Source: an optimization exercise on an open RTL-to-GDS flow (aim: small area, a short achievable clock period and few clock cycles per item). Production flows keep margins and buffers that such runs may drop. At most, simulation tests tie the RTL to the original design; equivalence was not proved.

## mont_redc_ws
module mont_redc_ws #(
    parameter int P_WIDTH  = 64,
    parameter int W_WIDTH  = 32,
    parameter int PD_WIDTH = 2 * P_WIDTH,
    parameter int NUM_W    = P_WIDTH / W_WIDTH
) (
    input  logic                clk,
    input  logic                rst_n,
    input  logic                in_valid,
    output logic                in_ready,
    input  logic [PD_WIDTH-1:0] Mul_in,
    input  logic [P_WIDTH-1:0]  N_in,
    input  logic [W_WIDTH-1:0]  Nprime_in,
    output logic                out_valid,
    input  logic                out_ready,
    output logic [P_WIDTH-1:0]  res_out,
    output logic [P_WIDTH:0]    res_raw_out
);
    logic        st_load, st_step, st_fin2, last, m63l;
    logic [2:0]  cnt;
    logic        free, pv, go, la_on;
    assign la_on = ~st_load;
    logic [65:0] w;
    logic [63:0] r;
    logic        rneg;
    logic        qtop;
    logic [7:0]  q_q, nt_q;
    logic [63:0] n_q;
    logic [7:0]  np_q, tl_q;
    logic [3:0] onen, twon, negn;
  ...
Size: about 3,600 cells after synthesis, roughly 270 flip-flops, about 360 I/O pins, ~34,000 um2 of cells after synthesis.
clock: 16.0 ns
lec_check: 0
cap_margin: 20
core_margin: 2
core_utilization: 60
slew_margin: 60
run.sh (not shown) runs the stock make flow with config.mk's settings and CLKGATE_MAP_FILE= SYNTH_SCRIPT=/design/flow/synth_recipe.tcl, a recipe that flattens the netlist after the stock synthesis.
Then changed:
CORE_UTILIZATION = 40   (was 60)
SLEW_MARGIN = 80   (was 60)
=> The new run completed without violations. Final area increases by about 8%. Area after synthesis does not change. Clock skew is about the same.
Then changed:
SLEW_MARGIN = 60   (was 80)
=> The new run completed with no timing, DRC or antenna violations; die area is unchanged; utilization decreases by 2.9 points; wire length decreases by 1.2%; worst setup slack gets better by 0.45 ns; hold slack gets worse by 0.0039 ns; design area decreases by 5.9%; final cell count decreases by 2.4%; register-to-register slack gets better by 0.45 ns.
No run of this note included a check of the RTL's function; only the layout flow was run.


before:
Another version of the RTL of mont_redc_ws (not shown whole).
Size in the first run: ~270 flip-flops, about 360 I/O pins, about 33000 µm² of cells after synthesis.
clock: 16.0 ns
lec_check: 0
cap_margin: 20
core_margin: 2
core_utilization: 40
slew_margin: 60
Testbench counts of before, summed over its fixed seeds: cycles 48,016, items 4,800.
> inputs changed (before -> after)
==> flow/flow/run.sh (new file) <==
#!/bin/bash
# The standard layout (standard.sh: ORFS synth .. finish) with two changes:
#  - port buffers use the smallest buffer cell (every port still gets its own buffer)
#  - the setup repair over-fixes: repair_timing aims at 9 ns of setup slack instead of 0
export BUFFER_PORTS_ARGS="-buffer_cell sky130_fd_sc_hd__buf_1"
export SETUP_SLACK_MARGIN=9
bash standard.sh > standard.log 2>&1
==> flow/standard.sh (new file) <==
#!/bin/bash
# synth_recipe.tcl (not shown) runs the flow's synth.tcl, then flattens the netlist and writes it again
# the make line also repeats each setting of config.mk as NAME=value (left out here)
make -C /OpenROAD-flow-scripts/flow DESIGN_CONFIG=/design/flow/config.mk WORK_HOME=/design/flow/orfs CLKGATE_MAP_FILE= SYNTH_SCRIPT=/design/flow/synth_recipe.tcl "${@:-finish}"
removed: flow/run.sh
Notes after the runs:
On clock network latency to the later pin of the worst-skew pair, the higher figure sits with after, not before. Comparing before and after, area share of buffers outside the clock network is higher on before. before and after all finish clean. The lower met1 track utilization from global routing of before and after is in after. As far as number of nets still failing antenna checks after routing goes, after and before are indistinguishable; the numbers are identical. after against before: area used by sequential logic in the layout was more or less identical, setup slack of the most critical reg-to-reg path went up by 0.16 ns. In the tables for before and after, wire length reads lower with after.


Another version of the RTL of mont_redc_ws (not shown whole).
Size: ~260 flip-flops, ~0.029 sq mm of cells after synthesis.
==> flow/design.v (excerpt) <==
module mont_redc_ws #(
    parameter int P_WIDTH  = 64,
    parameter int W_WIDTH  = 32,
    parameter int PD_WIDTH = 2 * P_WIDTH,
    parameter int NUM_W    = P_WIDTH / W_WIDTH
) (
    input  logic                clk,
    input  logic                rst_n,
    input  logic                in_valid,
    output logic                in_ready,
    input  logic [PD_WIDTH-1:0] Mul_in,
    input  logic [P_WIDTH-1:0]  N_in,
    input  logic [W_WIDTH-1:0]  Nprime_in,
    output logic                out_valid,
    input  logic                out_ready,
    output logic [P_WIDTH-1:0]  res_out,
    output logic [P_WIDTH:0]    res_raw_out
);
export LEC_CHECK = 0
export CAP_MARGIN = 20
export CORE_MARGIN = 2
export CORE_UTILIZATION = 40
export CTS_BUF_LIST = sky130_fd_sc_hd__clkbuf_8
export SLEW_MARGIN = 60
create_clock -name core_clock -period 16.0 [get_ports {clk}]
standard.sh (not shown) runs the stock make flow with config.mk's settings and CLKGATE_MAP_FILE= SYNTH_SCRIPT=/design/flow/synth_recipe.tcl, a recipe that flattens the netlist after the stock synthesis.
==> flow/flow/run.sh <==
#!/bin/bash
# The standard layout (standard.sh: ORFS synth .. finish) with two changes:
#  - port buffers use the smallest plain buffer cell (every port still gets its own buffer)
#  - the setup repair over-fixes: repair_timing aims at 10 ns of setup slack instead of 0
export BUFFER_PORTS_ARGS="-buffer_cell sky130_fd_sc_hd__buf_1"
export SETUP_SLACK_MARGIN=10
bash standard.sh > standard.log 2>&1
The starting point ran to the end with no violations.
Testbench counts at the start, summed over its fixed seeds: cycles 48,016, items 4,800.
Then changed:
==> flow/flow/run.sh (replaced) <==
#!/bin/bash
# The standard layout (standard.sh: ORFS synth .. finish) with two changes:
#  - port buffers use the smallest plain buffer cell (every port still gets its own buffer)
#  - the setup repair over-fixes: repair_timing aims at 11 ns of setup slack instead of 0
export BUFFER_PORTS_ARGS="-buffer_cell sky130_fd_sc_hd__buf_1"
export SETUP_SLACK_MARGIN=11
bash standard.sh > standard.log 2>&1
=> The changed run finished with timing, DRC and antenna clean; global-route usage came out higher by 4.0 points; maximum frequency came out higher by a few percent; synthesized area is unchanged; core utilization came out higher by 10 points; cell area came out higher by about a fifth.
Then changed:
==> flow/flow/run.sh (replaced) <==
#!/bin/bash
# The standard layout (standard.sh: ORFS synth .. finish) with two changes:
#  - port buffers use the smallest plain buffer cell (every port still gets its own buffer)
#  - the setup repair over-fixes: repair_timing aims at 10.6 ns of setup slack instead of 0
export BUFFER_PORTS_ARGS="-buffer_cell sky130_fd_sc_hd__buf_1"
export SETUP_SLACK_MARGIN=10.6
bash standard.sh > standard.log 2>&1
=> Design area came out lower by 11%. Worst setup slack got worse by 0.032 ns. Wire length went down by 12%. Via count decreases by 8.1%. Core utilization went down by 6.3 points. Worst hold slack gets better by 0.017 ns.
Then changed:
==> flow/flow/run.sh (replaced) <==
#!/bin/bash
# The standard layout (standard.sh: ORFS synth .. finish) with two changes:
#  - port buffers use the smallest plain buffer cell (every port still gets its own buffer)
#  - the setup repair over-fixes: repair_timing aims at 12 ns of setup slack instead of 0
export BUFFER_PORTS_ARGS="-buffer_cell sky130_fd_sc_hd__buf_1"
export SETUP_SLACK_MARGIN=12
bash standard.sh > standard.log 2>&1
Effect: The new run went through all stages and came out clean. Worst setup slack improves by 0.072 ns. Die area is unchanged. Cell area grows by 15%. Via count came out higher by 8.7%. Area after synthesis stays the same.
Then changed:
==> flow/flow/run.sh (replaced) <==
#!/bin/bash
# The standard layout (standard.sh: ORFS synth .. finish), except that the port
# buffers use the smallest plain buffer cell (every port still gets its own buffer).
export BUFFER_PORTS_ARGS="-buffer_cell sky130_fd_sc_hd__buf_1"
bash standard.sh > standard.log 2>&1
- GPL_TIMING_DRIVEN: not set -> 1
Fmax is lower by 13%.
Final area is lower by about 20%.
Area after synthesis stays the same.
Wire length is lower by 20%.
Utilization is lower by 12 points.
Via count is lower by 12%.
Register-to-register slack gets worse by 0.81 ns.
Worst setup slack gets worse by 0.81 ns.
Cell count is lower by 6.1%.
Critical path depth is higher by 1.
Then changed:
- GPL_TIMING_DRIVEN: 1 -> not set
The changed run produced a clean layout. Final cell count stays the same. Count of clock-buffer cells in the layout does not change. Wire length is unchanged. Worst hold slack stays the same. Non-clock buffer count stays the same. Register-to-register slack is about the same. First-iteration DRC count is unchanged. Die area stays the same.

## re-timing with driven ports
The results above use ideal ports. As a check the final layouts listed here were re-extracted and re-timed, cells and wires unchanged.
Step 1 sets driving cells, clkbuf_16 on the clock port and buf_2 on the other inputs (assumed; they add their load-dependent delay and slew).
Step 2 moves the port delays by t, midway between the first and last clock arrival at a register: inputs arrive t later, outputs are due t later. That takes back most of the time a late clock gives input paths.
Three values: ideal ports, drivers, drivers and shift; two values: the first two.
run | t (ns) | setup WS [ns] | slew at the worst register clock pin (ns) | pins driven straight from the clock port
the first run of note 1 | 0.674 | 8.752 / 8.752 / 8.752 | 0.08 / 0.08 | 1
the second run of note 1 | 0.633 | 8.491 / 8.491 / 8.491 | 0.07 / 0.07 | 1
the third run of note 1 | 0.625 | 8.937 / 8.937 / 8.937 | 0.06 / 0.06 | 1
before | 0.629 | 8.985 / 8.985 / 8.985 | 0.07 / 0.07 | 1
after | 0.639 | 9.140 / 9.140 / 9.140 | 0.07 / 0.07 | 1
the first run of note 3 | 0.708 | 10.158 / 10.158 / 10.158 | 0.08 / 0.08 | 1
the second run of note 3 | 0.710 | 10.473 / 10.473 / 10.473 | 0.07 / 0.07 | 1
the third run of note 3 | 0.705 | 10.441 / 10.441 / 10.441 | 0.08 / 0.08 | 1
the fourth run of note 3 | 0.732 | 10.513 / 10.513 / 10.513 | 0.09 / 0.09 | 1
the fifth run of note 3 | 0.687 | 9.707 / 9.707 / 9.707 | 0.08 / 0.08 | 1
the sixth run of note 3 | 0.687 | 9.707 / 9.707 / 9.707 | 0.08 / 0.08 | 1
After both steps every run listed still meets setup and hold.
